What follows belongs to an exercise in optimizing a design on an open flow for small area and a short achievable clock period; a production flow would make more cautious choices. At most, simulation tests tie the RTL to the original design; equivalence was not proved. Power figures rest on the tool's default switching activity, not on a simulated workload.

==> v10 <==
// commit_trace_buffer
module commit_trace_buffer #(
  parameter int DATA_W = 32,
  parameter int REG_W  = 5,
  parameter int DEPTH  = 16,
  parameter int WRAP   = 0,
  parameter int INUM_W = 16
) (
  input  logic                      clk,
  input  logic                      rst,
  input  logic                      retire_valid,
  input  logic [DATA_W-1:0]         retire_pc,
  input  logic                      retire_halt,
  input  logic                      retire_regwrite,
  input  logic [REG_W-1:0]          retire_reg,
  input  logic [DATA_W-1:0]         retire_wdata,
  input  logic                      retire_memwrite,
  input  logic [DATA_W-1:0]         retire_memaddr,
  input  logic [DATA_W-1:0]         retire_memdata,
  output logic                      out_valid,
  input  logic                      out_ready,
  output logic [INUM_W-1:0]         out_inum,
  output logic [DATA_W-1:0]         out_pc,
  output logic [1:0]                out_kind,
  output logic [REG_W-1:0]          out_reg,
  output logic [DATA_W-1:0]         out_value,
  output logic [DATA_W-1:0]         out_addr,
  output logic [$clog2(DEPTH):0]    count,
  output logic                      overflow,
  output logic                      halted
);
  localparam int CNT_W = $clog2(DEPTH) + 1;
  localparam int MD    = DEPTH - 1;                        
  localparam int W     = INUM_W + DATA_W + 2 + 2 * DATA_W;  
  localparam logic [CNT_W-1:0] FULL_CNT = CNT_W'(DEPTH);
  logic [W-1:0]      mem [MD];
  logic [W-1:0]      head;
  logic [CNT_W-1:0]  cnt;
  logic              valid_q;          
  logic              full_q;           
  logic              tm0_q, tm1_q;     
  logic [INUM_W-1:0] inum_ctr;
  logic              ovf_q, halted_q;
  logic              accept, pop, store, to_mem, mem_pop, head_ld;
  logic [1:0]        new_kind;
  logic [W-1:0]      new_entry, head_nx;
  logic [MD:0]       rs, hsel;         
  logic [CNT_W-1:0]  cnt_nx;
  logic              inc, dec, valid_nx, full_nx, mne_nx, halted_nx;
  always_comb begin
    for (int i = 0; i < MD; i++) rs[i] = (cnt == CNT_W'(i + 2));
    rs[MD]   = (cnt < CNT_W'(2));
    accept   = retire_valid & ~halted_q;
  ...
==> module commit_trace_buffer, before the edit <==
module commit_trace_buffer #(
  parameter int DATA_W = 32,
  parameter int REG_W  = 5,
  parameter int DEPTH  = 16,
  parameter int WRAP   = 0,
  parameter int INUM_W = 16
) (
  input  logic                      clk,
  input  logic                      rst,
  input  logic                      retire_valid,
  input  logic [DATA_W-1:0]         retire_pc,
  input  logic                      retire_halt,
  input  logic                      retire_regwrite,
  input  logic [REG_W-1:0]          retire_reg,
  input  logic [DATA_W-1:0]         retire_wdata,
  input  logic                      retire_memwrite,
  input  logic [DATA_W-1:0]         retire_memaddr,
  input  logic [DATA_W-1:0]         retire_memdata,
  output logic                      out_valid,
  input  logic                      out_ready,
  output logic [INUM_W-1:0]         out_inum,
  output logic [DATA_W-1:0]         out_pc,
  output logic [1:0]                out_kind,
  output logic [REG_W-1:0]          out_reg,
  output logic [DATA_W-1:0]         out_value,
  output logic [DATA_W-1:0]         out_addr,
  output logic [$clog2(DEPTH):0]    count,
  output logic                      overflow,
  output logic                      halted
);
  localparam int CNT_W = $clog2(DEPTH) + 1;
  localparam int MD    = DEPTH - 1;                        
  localparam int W     = INUM_W + DATA_W + 2 + 2 * DATA_W;  
  localparam logic [CNT_W-1:0] FULL_CNT = CNT_W'(DEPTH);
  logic [W-1:0]      mem [MD];
  logic [W-1:0]      head;
  logic [CNT_W-1:0]  cnt;
  logic              valid_q;          
  logic              full_q;           
  logic              tm0_q, tm1_q;     
  logic [INUM_W-1:0] inum_ctr;
  logic              ovf_q, halted_q;
  logic              accept, pop, store, to_mem, mem_pop, head_ld;
  logic [1:0]        new_kind;
  logic [W-1:0]      new_entry, head_nx;
  logic [MD:0]       rs, hsel;         
  logic [CNT_W-1:0]  cnt_nx;
  logic              inc, dec, valid_nx, full_nx, mne_nx, halted_nx;
  always_comb begin
    for (int i = 0; i < MD; i++) rs[i] = (cnt == CNT_W'(i + 2));
    rs[MD]   = (cnt < CNT_W'(2));
    accept   = retire_valid & ~halted_q;
    pop      = valid_q & out_ready;
    store    = accept & (~full_q | out_ready);
    to_mem   = retire_valid & (out_ready ? tm1_q : tm0_q);
    mem_pop  = pop & ~rs[MD];
    head_ld  = ~valid_q | out_ready;
    new_kind = retire_halt ? 2'd3 : retire_regwrite ? 2'd1 : retire_memwrite ? 2'd2 : 2'd0;
    new_entry = {inum_ctr, retire_pc, new_kind,
                 retire_regwrite ? retire_wdata : retire_memdata,
                 retire_regwrite ? DATA_W'(retire_reg) : retire_memaddr};
    hsel    = {rs[MD:0] & {(MD+1){head_ld}}};
    head_nx = ({W{~head_ld}} & head) | ({W{hsel[MD]}} & new_entry);
    for (int i = 0; i < MD; i++) head_nx = head_nx | ({W{hsel[i]}} & mem[i]);
    inc      = store & ~pop;
    dec      = pop & ~store;
    cnt_nx   = inc ? cnt + CNT_W'(1) : dec ? cnt - CNT_W'(1) : cnt;
    valid_nx = inc | (dec ? (cnt != CNT_W'(1)) : valid_q);
    full_nx  = inc ? (cnt == FULL_CNT - CNT_W'(1)) : (full_q & ~dec);
    mne_nx   = inc ? valid_q : dec ? (cnt > CNT_W'(2)) : ~rs[MD];
    halted_nx = halted_q | (accept & retire_halt);
  end
  always_ff @(posedge clk) begin
    if (rst) begin
      cnt      <= '0;
      valid_q  <= 1'b0;
      full_q   <= 1'b0;
      tm0_q    <= 1'b0;
      tm1_q    <= 1'b0;
      inum_ctr <= '0;
      ovf_q    <= 1'b0;
      halted_q <= 1'b0;
    end else begin
      if (accept)                       inum_ctr <= inum_ctr + INUM_W'(1);
      halted_q <= halted_nx;
      if (accept & full_q & ~out_ready) ovf_q    <= 1'b1;
      cnt     <= cnt_nx;
      valid_q <= valid_nx;
      full_q  <= full_nx;
      tm0_q   <= ~halted_nx & ~full_nx & valid_nx;
      tm1_q   <= ~halted_nx & mne_nx;
    end
  end
  always_ff @(posedge clk) begin
    if (to_mem) begin
      mem[0] <= new_entry;
      for (int i = 1; i < MD; i++) mem[i] <= mem[i-1];
    end
    head <= head_nx;
  end
  assign {out_inum, out_pc, out_kind, out_value, out_addr} = head;
  assign out_reg   = head[REG_W-1:0];
  assign out_valid = valid_q;
  assign count     = cnt;
  assign overflow  = ovf_q;
  assign halted    = halted_q;
endmodule
export LEC_CHECK = 0
export CAP_MARGIN = 20
export CORE_MARGIN = 2
export CORE_UTILIZATION = 50
export SETUP_SLACK_MARGIN = 2.7
export SLEW_MARGIN = 20
create_clock -name core_clock -period 5.0 [get_ports {clk}]
standard.sh (not shown) runs the stock make flow with config.mk's settings and CLKGATE_MAP_FILE= SYNTH_SCRIPT=/design/flow/synth_recipe.tcl, a recipe that flattens the netlist after the stock synthesis.
==> flow/flow/run.sh <==
#!/bin/bash
# The standard layout (the standard.sh), with buf_2 port buffers and a clock tree without
# dummy loads whose sink clusters are driven by clkbuf_8 (clkbuf_16 above them). All tool
# output goes to standard.log here and to ORFS's per-step logs under orfs/logs/.
set -euo pipefail
bash standard.sh \
  "BUFFER_PORTS_ARGS=-buffer_cell sky130_fd_sc_hd__buf_2" \
  "CTS_ARGS=-sink_clustering_enable -repair_clock_nets -dont_use_dummy_load -root_buf sky130_fd_sc_hd__clkbuf_16 -buf_list sky130_fd_sc_hd__clkbuf_16 -sink_clustering_buffer sky130_fd_sc_hd__clkbuf_8 -sink_clustering_size 16 -sink_clustering_max_diameter 50" \
  finish > standard.log 2>&1
==> v11 (differences from v10) <==
--- a/flow/design.v
+++ b/flow/design.v
@@ -36,17 +36,14 @@
   logic [W-1:0]      head;
+  logic [MD-1:0]     wp, rp;           
   logic [CNT_W-1:0]  cnt;
   logic              valid_q;          
+  logic              mne_q;            
   logic              full_q;           
-  logic              tm0_q, tm1_q;     
   logic [INUM_W-1:0] inum_ctr;
   logic              ovf_q, halted_q;
-  logic              accept, pop, store, to_mem, mem_pop, head_ld;
+  logic              accept, pop, store, to_mem, mem_pop, head_ld, mem_we;
   logic [1:0]        new_kind;
-  logic [W-1:0]      new_entry, head_nx;
-  logic [MD:0]       rs, hsel;         
+  logic [W-1:0]      new_entry, mem_rd;
   logic [CNT_W-1:0]  cnt_nx;
-  logic              inc, dec, valid_nx, full_nx, mne_nx, halted_nx;
   always_comb begin
-    for (int i = 0; i < MD; i++) rs[i] = (cnt == CNT_W'(i + 2));
-    rs[MD]   = (cnt < CNT_W'(2));
     accept   = retire_valid & ~halted_q;
@@ -54,5 +51,6 @@
     store    = accept & (~full_q | out_ready);
-    to_mem   = retire_valid & (out_ready ? tm1_q : tm0_q);
-    mem_pop  = pop & ~rs[MD];
+    to_mem   = store & (mne_q | (valid_q & ~out_ready));
+    mem_pop  = pop & mne_q;
     head_ld  = ~valid_q | out_ready;
+    mem_we   = ~full_q | (out_ready & accept);
     new_kind = retire_halt ? 2'd3 : retire_regwrite ? 2'd1 : retire_memwrite ? 2'd2 : 2'd0;
@@ -61,12 +59,5 @@
                  retire_regwrite ? DATA_W'(retire_reg) : retire_memaddr};
-    hsel    = {rs[MD:0] & {(MD+1){head_ld}}};
-    head_nx = ({W{~head_ld}} & head) | ({W{hsel[MD]}} & new_entry);
-    for (int i = 0; i < MD; i++) head_nx = head_nx | ({W{hsel[i]}} & mem[i]);
-    inc      = store & ~pop;
-    dec      = pop & ~store;
-    cnt_nx   = inc ? cnt + CNT_W'(1) : dec ? cnt - CNT_W'(1) : cnt;
-    valid_nx = inc | (dec ? (cnt != CNT_W'(1)) : valid_q);
-    full_nx  = inc ? (cnt == FULL_CNT - CNT_W'(1)) : (full_q & ~dec);
-    mne_nx   = inc ? valid_q : dec ? (cnt > CNT_W'(2)) : ~rs[MD];
-    halted_nx = halted_q | (accept & retire_halt);
+    mem_rd = '0;
+    for (int i = 0; i < MD; i++) mem_rd = mem_rd | ({W{rp[i]}} & mem[i]);
+    cnt_nx = cnt + CNT_W'(store) - CNT_W'(pop);
   end
@@ -74,7 +65,8 @@
     if (rst) begin
+      wp       <= MD'(1);
+      rp       <= MD'(1);
       cnt      <= '0;
       valid_q  <= 1'b0;
+      mne_q    <= 1'b0;
       full_q   <= 1'b0;
-      tm0_q    <= 1'b0;
-      tm1_q    <= 1'b0;
       inum_ctr <= '0;
@@ -83,10 +75,11 @@
     end else begin
-      if (accept)                       inum_ctr <= inum_ctr + INUM_W'(1);
-      halted_q <= halted_nx;
-      if (accept & full_q & ~out_ready) ovf_q    <= 1'b1;
+      if (accept)                      inum_ctr <= inum_ctr + INUM_W'(1);
+      if (accept & retire_halt)        halted_q <= 1'b1;
+      if (accept & full_q & ~out_ready) ovf_q   <= 1'b1;
+      if (to_mem)                      wp       <= {wp[MD-2:0], wp[MD-1]};
+      if (mem_pop)                     rp       <= {rp[MD-2:0], rp[MD-1]};
       cnt     <= cnt_nx;
-      valid_q <= valid_nx;
-      full_q  <= full_nx;
-      tm0_q   <= ~halted_nx & ~full_nx & valid_nx;
-      tm1_q   <= ~halted_nx & mne_nx;
+      valid_q <= (cnt_nx != '0);
+      mne_q   <= (cnt_nx > CNT_W'(1));
+      full_q  <= (cnt_nx == FULL_CNT);
     end
@@ -94,7 +87,5 @@
   always_ff @(posedge clk) begin
-    if (to_mem) begin
-      mem[0] <= new_entry;
-      for (int i = 1; i < MD; i++) mem[i] <= mem[i-1];
-    end
-    head <= head_nx;
+    for (int i = 0; i < MD; i++)
+      if (wp[i] & mem_we) mem[i] <= new_entry;
+    if (head_ld) head <= mne_q ? mem_rd : new_entry;
   end
==> flow/run.sh (new file) <==
#!/bin/bash
# synth_recipe.tcl (not shown) runs the flow's synth.tcl, then flattens the netlist and writes it again
# the make line also repeats each setting of config.mk as NAME=value (left out here)
make -C /OpenROAD-flow-scripts/flow DESIGN_CONFIG=/design/flow/config.mk WORK_HOME=/design/flow/orfs CLKGATE_MAP_FILE= SYNTH_SCRIPT=/design/flow/synth_recipe.tcl finish
SETUP_SLACK_MARGIN = default   (was 2.7)
removed: flow/flow/run.sh
removed: flow/standard.sh
==> v32 (differences from v10) <==
--- a/flow/design.v
+++ b/flow/design.v
@@ -36,2 +36,4 @@
   logic [W-1:0]      head;
+  logic [MD-1:0]     wp;               
+  logic [MD:0]       rs;               
   logic [CNT_W-1:0]  cnt;
@@ -39,14 +41,10 @@
   logic              full_q;           
-  logic              tm0_q, tm1_q;     
   logic [INUM_W-1:0] inum_ctr;
   logic              ovf_q, halted_q;
-  logic              accept, pop, store, to_mem, mem_pop, head_ld;
+  logic              accept, pop, store, to_mem, mem_pop, head_ld, mem_we;
   logic [1:0]        new_kind;
   logic [W-1:0]      new_entry, head_nx;
-  logic [MD:0]       rs, hsel;         
+  logic [MD-1:0]     rp, rp_nx, wp_nx;
   logic [CNT_W-1:0]  cnt_nx;
-  logic              inc, dec, valid_nx, full_nx, mne_nx, halted_nx;
   always_comb begin
-    for (int i = 0; i < MD; i++) rs[i] = (cnt == CNT_W'(i + 2));
-    rs[MD]   = (cnt < CNT_W'(2));
     accept   = retire_valid & ~halted_q;
@@ -54,5 +52,6 @@
     store    = accept & (~full_q | out_ready);
-    to_mem   = retire_valid & (out_ready ? tm1_q : tm0_q);
+    to_mem   = store & (~rs[MD] | (valid_q & ~out_ready));
     mem_pop  = pop & ~rs[MD];
     head_ld  = ~valid_q | out_ready;
+    mem_we   = ~full_q | (out_ready & accept);
     new_kind = retire_halt ? 2'd3 : retire_regwrite ? 2'd1 : retire_memwrite ? 2'd2 : 2'd0;
@@ -61,12 +60,8 @@
                  retire_regwrite ? DATA_W'(retire_reg) : retire_memaddr};
-    hsel    = {rs[MD:0] & {(MD+1){head_ld}}};
-    head_nx = ({W{~head_ld}} & head) | ({W{hsel[MD]}} & new_entry);
-    for (int i = 0; i < MD; i++) head_nx = head_nx | ({W{hsel[i]}} & mem[i]);
-    inc      = store & ~pop;
-    dec      = pop & ~store;
-    cnt_nx   = inc ? cnt + CNT_W'(1) : dec ? cnt - CNT_W'(1) : cnt;
-    valid_nx = inc | (dec ? (cnt != CNT_W'(1)) : valid_q);
-    full_nx  = inc ? (cnt == FULL_CNT - CNT_W'(1)) : (full_q & ~dec);
-    mne_nx   = inc ? valid_q : dec ? (cnt > CNT_W'(2)) : ~rs[MD];
-    halted_nx = halted_q | (accept & retire_halt);
+    head_nx = {W{rs[MD]}} & new_entry;
+    for (int i = 0; i < MD; i++) head_nx = head_nx | ({W{rs[i]}} & mem[i]);
+    cnt_nx = cnt + CNT_W'(store) - CNT_W'(pop);
+    rp     = rs[MD] ? wp : rs[MD-1:0];
+    rp_nx  = mem_pop ? {rp[MD-2:0], rp[MD-1]} : rp;
+    wp_nx  = to_mem  ? {wp[MD-2:0], wp[MD-1]} : wp;
   end
@@ -74,2 +69,4 @@
     if (rst) begin
+      wp       <= MD'(1);
+      rs       <= {1'b1, MD'(0)};
       cnt      <= '0;
@@ -77,4 +74,2 @@
       full_q   <= 1'b0;
-      tm0_q    <= 1'b0;
-      tm1_q    <= 1'b0;
       inum_ctr <= '0;
@@ -83,10 +78,10 @@
     end else begin
-      if (accept)                       inum_ctr <= inum_ctr + INUM_W'(1);
-      halted_q <= halted_nx;
-      if (accept & full_q & ~out_ready) ovf_q    <= 1'b1;
+      if (accept)                      inum_ctr <= inum_ctr + INUM_W'(1);
+      if (accept & retire_halt)        halted_q <= 1'b1;
+      if (accept & full_q & ~out_ready) ovf_q   <= 1'b1;
+      wp      <= wp_nx;
+      rs      <= (cnt_nx > CNT_W'(1)) ? {1'b0, rp_nx} : {1'b1, MD'(0)};
       cnt     <= cnt_nx;
-      valid_q <= valid_nx;
-      full_q  <= full_nx;
-      tm0_q   <= ~halted_nx & ~full_nx & valid_nx;
-      tm1_q   <= ~halted_nx & mne_nx;
+      valid_q <= (cnt_nx != '0);
+      full_q  <= (cnt_nx == FULL_CNT);
     end
@@ -94,7 +89,5 @@
   always_ff @(posedge clk) begin
-    if (to_mem) begin
-      mem[0] <= new_entry;
-      for (int i = 1; i < MD; i++) mem[i] <= mem[i-1];
-    end
-    head <= head_nx;
+    for (int i = 0; i < MD; i++)
+      if (wp[i] & mem_we) mem[i] <= new_entry;
+    if (head_ld) head <= head_nx;
   end
==> flow/run.sh (new file) <==
#!/bin/bash
# synth_recipe.tcl (not shown) runs the flow's synth.tcl, then flattens the netlist and writes it again
# the make line also repeats each setting of config.mk as NAME=value (left out here)
make -C /OpenROAD-flow-scripts/flow DESIGN_CONFIG=/design/flow/config.mk WORK_HOME=/design/flow/orfs CLKGATE_MAP_FILE= SYNTH_SCRIPT=/design/flow/synth_recipe.tcl finish
SETUP_SLACK_MARGIN = default   (was 2.7)
removed: flow/flow/run.sh
removed: flow/standard.sh
==> notes <==
In clock power, v32 and v11 hardly differ. The highest die area belongs to v11, the lowest to v32. Final cell count: v10 > v11 > v32. The highest non-clock buffer count belongs to v10, the lowest to v11.
Only the layout flow was run in v32; the RTL was not checked for function there.

==> port drivers added, routing unchanged <==
The flow's constraints put no driver on any port. The routed layouts listed below were extracted and timed again, unchanged, in two steps.
Step 1, drivers: a clkbuf_16 drives clk and a buf_2 each remaining input, both assumed.
Step 2 moves the port delays by t, midway between the first and last clock arrival at a register: inputs arrive t later, outputs are due t later. That takes back most of the time a late clock gives input paths.
Slacks: ideal ports / drivers / drivers and shift; pairs: ideal ports / drivers.
run	t, ns	setup slack, ns	hold slack, ns
v10	0.843	2.536 / 2.512 / 1.752	0.385 / 0.369 / 0.385
v11	0.886	1.979 / 1.995 / 1.147	0.503 / 0.503 / 0.503
v32	0.879	1.433 / 1.493 / 0.614	0.491 / 0.491 / 0.491
After both steps every run listed still meets setup and hold. For v11, which loses most, drivers alone change the setup slack by +0.016 ns; drivers and shift together by -0.832 ns.
